Background: an optimization exercise with open tools, aiming at small area, a short achievable clock period and few clock cycles per item. Do not read the settings as production practice.
Where RTL was checked, it was by simulation tests only, not by an equivalence proof against the original.
No activity file was given, so power comes from the tool's default toggle rates.

// cpu_top
module cpu_top (
    input  logic                   clk,
    input  logic                   rst_n,
    input  logic                   inst_vld,
    input  logic                   inst_last,
    input  cpu_isa_pkg::op_t       inst_op,
    input  cpu_isa_pkg::inst_id_t  inst_id,
    input  cpu_isa_pkg::reg_id_t   inst_dst_reg,
    input  cpu_isa_pkg::reg_id_t   inst_src_reg0,
    input  cpu_isa_pkg::reg_id_t   inst_src_reg1,
    input  cpu_isa_pkg::imm_t      inst_imm,
    output logic                   fetch_vld,
    output cpu_isa_pkg::pc_t       fetch_pc,
    output cpu_isa_pkg::inst_id_t  fetch_id,
    output logic                   inst_rdy,
    output logic                   write_mem_vld,
    output cpu_isa_pkg::inst_id_t  write_mem_id,
    output cpu_isa_pkg::data_t     write_mem_addr,
    output cpu_isa_pkg::data_t     write_mem_data,
    output logic                   exec_finish
);
    localparam int W = 16;
    cpu_isa_pkg::pc_t      pc_q;
    logic                  last_acc_q;    
    logic                  fin_q;
    logic                  ib_vld;
    logic                  ib_last;
    cpu_isa_pkg::op_t      ib_op;
    cpu_isa_pkg::reg_id_t  ib_dst;
    logic [3:0]            ib_s0_lo, ib_s0_hi, ib_s1_lo, ib_s1_hi;
    logic                  x_we;          
    logic                  x_mul;         
    logic                  x_st;          
    logic                  x_last;        
    logic                  x_add, x_cmp, x_shl, x_shr;
    cpu_isa_pkg::reg_id_t  x_dst;
    cpu_isa_pkg::inst_id_t x_id;          
    cpu_isa_pkg::data_t    x_a, x_b;
    logic [W/2-1:0]        x_one, x_two;   
    cpu_isa_pkg::data_t    alu_res;
    logic                  m_vld;
  ...
clock: 7.0 ns
lec_check: 0
cap_margin: 20
core_margin: 2
core_utilization: 50
cts_cluster_diameter: 100
cts_cluster_size: 24
setup_slack_margin: 3.7
slew_margin: 20
standard.sh (not shown) runs the stock make flow with config.mk's settings and CLKGATE_MAP_FILE= SYNTH_SCRIPT=/design/flow/synth_recipe.tcl, a recipe that flattens the netlist after the stock synthesis.
==> flow/flow/run.sh <==
#!/bin/bash
# The standard layout (the standard.sh, unchanged synthesis) with two
# changes: the port buffers are sky130 buf cells, which the timing repair
# may resize, instead of the delay-buffer cell buffer_ports picks by default;
# and the clock tree is built without dummy loads. make's output goes to
# make_flow.log; each ORFS step keeps its own log under orfs/logs.
set -euo pipefail
export BUFFER_PORTS_ARGS="-buffer_cell sky130_fd_sc_hd__buf_2"
export CTS_ARGS="-sink_clustering_enable -repair_clock_nets -dont_use_dummy_load -sink_clustering_size 24 -sink_clustering_max_diameter 100"
bash standard.sh > make_flow.log 2>&1
Testbench counts at the start, summed over its fixed seeds: cycles 23,762, insts 22,445.
Rerun with:
--- a/flow/design.v
+++ b/flow/design.v
@@ -17,36 +17,34 @@
 `timescale 1ns/1ps
 package cpu_uarch_pkg;
     typedef logic [16-1:0] reg_mask_t;
 endpackage
 `timescale 1ns/1ps
 module reg_file (
     input  logic                  clk,
     input  logic                  rst_n,
-    input  logic [3:0]            rd_lo0,     
-    input  logic [3:0]            rd_hi0,
-    input  logic [3:0]            rd_lo1,
-    input  logic [3:0]            rd_hi1,
+    input  cpu_isa_pkg::reg_id_t  rd_addr0,
+    input  cpu_isa_pkg::reg_id_t  rd_addr1,
     output cpu_isa_pkg::data_t    rd_data0,
     output cpu_isa_pkg::data_t    rd_data1,
     input  logic                  wr_en0,     
     input  cpu_isa_pkg::reg_id_t  wr_reg0,
     input  logic                  wr_en1,
     input  cpu_isa_pkg::reg_id_t  wr_reg1,
     input  cpu_isa_pkg::data_t    wr_data
 );
     cpu_isa_pkg::data_t        regs [0:16-1];
     logic [16-1:0]   valid;
     always_comb begin
         rd_data0 = '0;
         rd_data1 = '0;
         for (int i = 0; i < 16; i++) begin
-            if (rd_lo0[i%4] && rd_hi0[i/4] && valid[i]) rd_data0 = rd_data0 | regs[i];
-            if (rd_lo1[i%4] && rd_hi1[i/4] && valid[i]) rd_data1 = rd_data1 | regs[i];
+            if (rd_addr0 == i && valid[i]) rd_data0 = rd_data0 | regs[i];
+            if (rd_addr1 == i && valid[i]) rd_data1 = rd_data1 | regs[i];
         end
     end
     logic [16-1:0]   we;
     always_comb begin
         for (int i = 0; i < 16; i++)
             we[i] = (wr_en0 && wr_reg0 == i) || (wr_en1 && wr_reg1 == i);
     end
     always_ff @(posedge clk or negedge rst_n) begin
@@ -490,17 +488,19 @@
     localparam int W = 16;
     cpu_isa_pkg::pc_t      pc_q;
     logic                  last_acc_q;    
     logic                  fin_q;
     logic                  ib_vld;
     logic                  ib_last;
     cpu_isa_pkg::op_t      ib_op;
     cpu_isa_pkg::reg_id_t  ib_dst;
-    logic [3:0]            ib_s0_lo, ib_s0_hi, ib_s1_lo, ib_s1_hi;
+    cpu_isa_pkg::reg_id_t  ib_s0;
+    cpu_isa_pkg::reg_id_t  ib_s1;
+    cpu_isa_pkg::imm_t     ib_imm;
     logic                  x_we;          
     logic                  x_mul;         
     logic                  x_st;          
     logic                  x_last;        
     logic                  x_add, x_cmp, x_shl, x_shr;
     cpu_isa_pkg::reg_id_t  x_dst;
     cpu_isa_pkg::inst_id_t x_id;          
     cpu_isa_pkg::data_t    x_a, x_b;
@@ -562,50 +562,43 @@
             no_next_q <= last_acc_d || (ib_vld_d && stall_d);
         end
     end
     always_ff @(posedge clk) begin
         if (inst_rdy) begin
             ib_last <= inst_last;
             ib_op   <= inst_op;
             ib_dst  <= inst_dst_reg;
-            ib_s0_lo <= 4'(1) << inst_src_reg0[1:0];
-            ib_s0_hi <= 4'(1) << inst_src_reg0[3:2];
-            if (inst_op == cpu_isa_pkg::OP_ADD_IMM) begin
-                {ib_s1_hi, ib_s1_lo} <= inst_imm;
-            end else begin
-                ib_s1_lo <= 4'(1) << inst_src_reg1[1:0];
-                ib_s1_hi <= 4'(1) << inst_src_reg1[3:2];
-            end
+            ib_s0   <= inst_src_reg0;
+            ib_s1   <= inst_src_reg1;
+            ib_imm  <= inst_imm;
         end
     end
     reg_file u_reg_file (
         .clk      (clk),
         .rst_n    (rst_n),
-        .rd_lo0   (ib_s0_lo),
-        .rd_hi0   (ib_s0_hi),
-        .rd_lo1   (ib_s1_lo),
-        .rd_hi1   (ib_s1_hi),
+        .rd_addr0 (ib_s0),
+        .rd_addr1 (ib_s1),
         .rd_data0 (rf_a),
         .rd_data1 (rf_b),
         .wr_en0   (x_we),
         .wr_reg0  (x_dst),
         .wr_en1   (m_vld && !x_we),
         .wr_reg1  (m_dst),
         .wr_data  (rf_wdata)
     );
     assign m_sum = m_s + m_c;
     assign m_val = {m_sum[W-1] ^ (^m_x), m_sum[W-2:0]};
     always_comb begin
-        if (x_we && ib_s0_lo[x_dst[1:0]] && ib_s0_hi[x_dst[3:2]])       val_a = alu_res;
-        else if (m_vld && ib_s0_lo[m_dst[1:0]] && ib_s0_hi[m_dst[3:2]]) val_a = m_val;
-        else                                                           val_a = rf_a;
-        if (x_we && ib_s1_lo[x_dst[1:0]] && ib_s1_hi[x_dst[3:2]])       val_b = alu_res;
-        else if (m_vld && ib_s1_lo[m_dst[1:0]] && ib_s1_hi[m_dst[3:2]]) val_b = m_val;
-        else                                                           val_b = rf_b;
+        if (x_we && x_dst == ib_s0)      val_a = alu_res;
+        else if (m_vld && m_dst == ib_s0) val_a = m_val;
+        else                              val_a = rf_a;
+        if (x_we && x_dst == ib_s1)      val_b = alu_res;
+        else if (m_vld && m_dst == ib_s1) val_b = m_val;
+        else                              val_b = rf_b;
     end
     always_ff @(posedge clk or negedge rst_n) begin
         if (!rst_n) begin
             x_we   <= 1'b0;
             x_mul  <= 1'b0;
             x_st   <= 1'b0;
             x_last <= 1'b0;
             x_id   <= '1;
@@ -624,17 +617,17 @@
         x_shr <= d_shr;
         x_dst <= ib_dst;
         for (int i = 0; i < W; i++) x_a[i] <= d_shr ? val_a[W-1-i] : val_a[i];
         for (int i = 0; i < W / 2; i++) begin
             x_one[i] <= val_b[2*i] ^ (i == 0 ? 1'b0 : val_b[2*i-1]);
             x_two[i] <= (val_b[2*i+1] & ~val_b[2*i] & ~(i == 0 ? 1'b0 : val_b[2*i-1])) |
                         (~val_b[2*i+1] & val_b[2*i] & (i == 0 ? 1'b0 : val_b[2*i-1]));
         end
-        if (d_addi)     x_b <= cpu_isa_pkg::data_t'({ib_s1_hi, ib_s1_lo});
+        if (d_addi)     x_b <= cpu_isa_pkg::data_t'(ib_imm);
         else if (d_cmp) x_b <= ~val_b;
         else            x_b <= val_b;
     end
     int_unit u_int_unit (
         .is_add (x_add),
         .is_cmp (x_cmp),
         .is_shl (x_shl),
         .is_shr (x_shr),
Effect: Non-clock buffer count went down by 4. Total power went down by 5.2%. Fmax went down by 2.1%. Cell area went up by 1.7%. Worst setup slack degrades by 0.072 ns. Synthesized cell count went up by about 7%.
Only the layout flow was run in the second run of this note; the RTL was not checked for function there.

[what the ideal ports hide]
The flow's constraints put no driver on any port. The routed layouts listed below were extracted and timed again, unchanged, in two steps. Step 1: set_driving_cell puts a clkbuf_16 on clk and a buf_2 on each other input, an assumption about the parent block. Step 2, shift: input delay + t, output delay - t, t = (earliest + latest rising clock arrival at the registers) / 2. This alone moves slack from input paths to output paths. a / b / c = ideal / step 1 / step 2; a / b = the first two.
run | t (ns) | slack for setup (ns) | worst hold slack (ns) | worst register clock-pin slew, ns
the first run | 0.615 | 3.733 / 3.717 / 3.717 | 0.461 / 0.461 / 0.461 | 0.11 / 0.11
the second run | 0.611 | 3.661 / 3.661 / 3.661 | 0.453 / 0.453 / 0.453 | 0.10 / 0.10
After both steps every run listed still meets setup and hold. For the first run, which loses most, drivers alone change the setup slack by -0.016 ns; drivers and shift together by -0.016 ns.
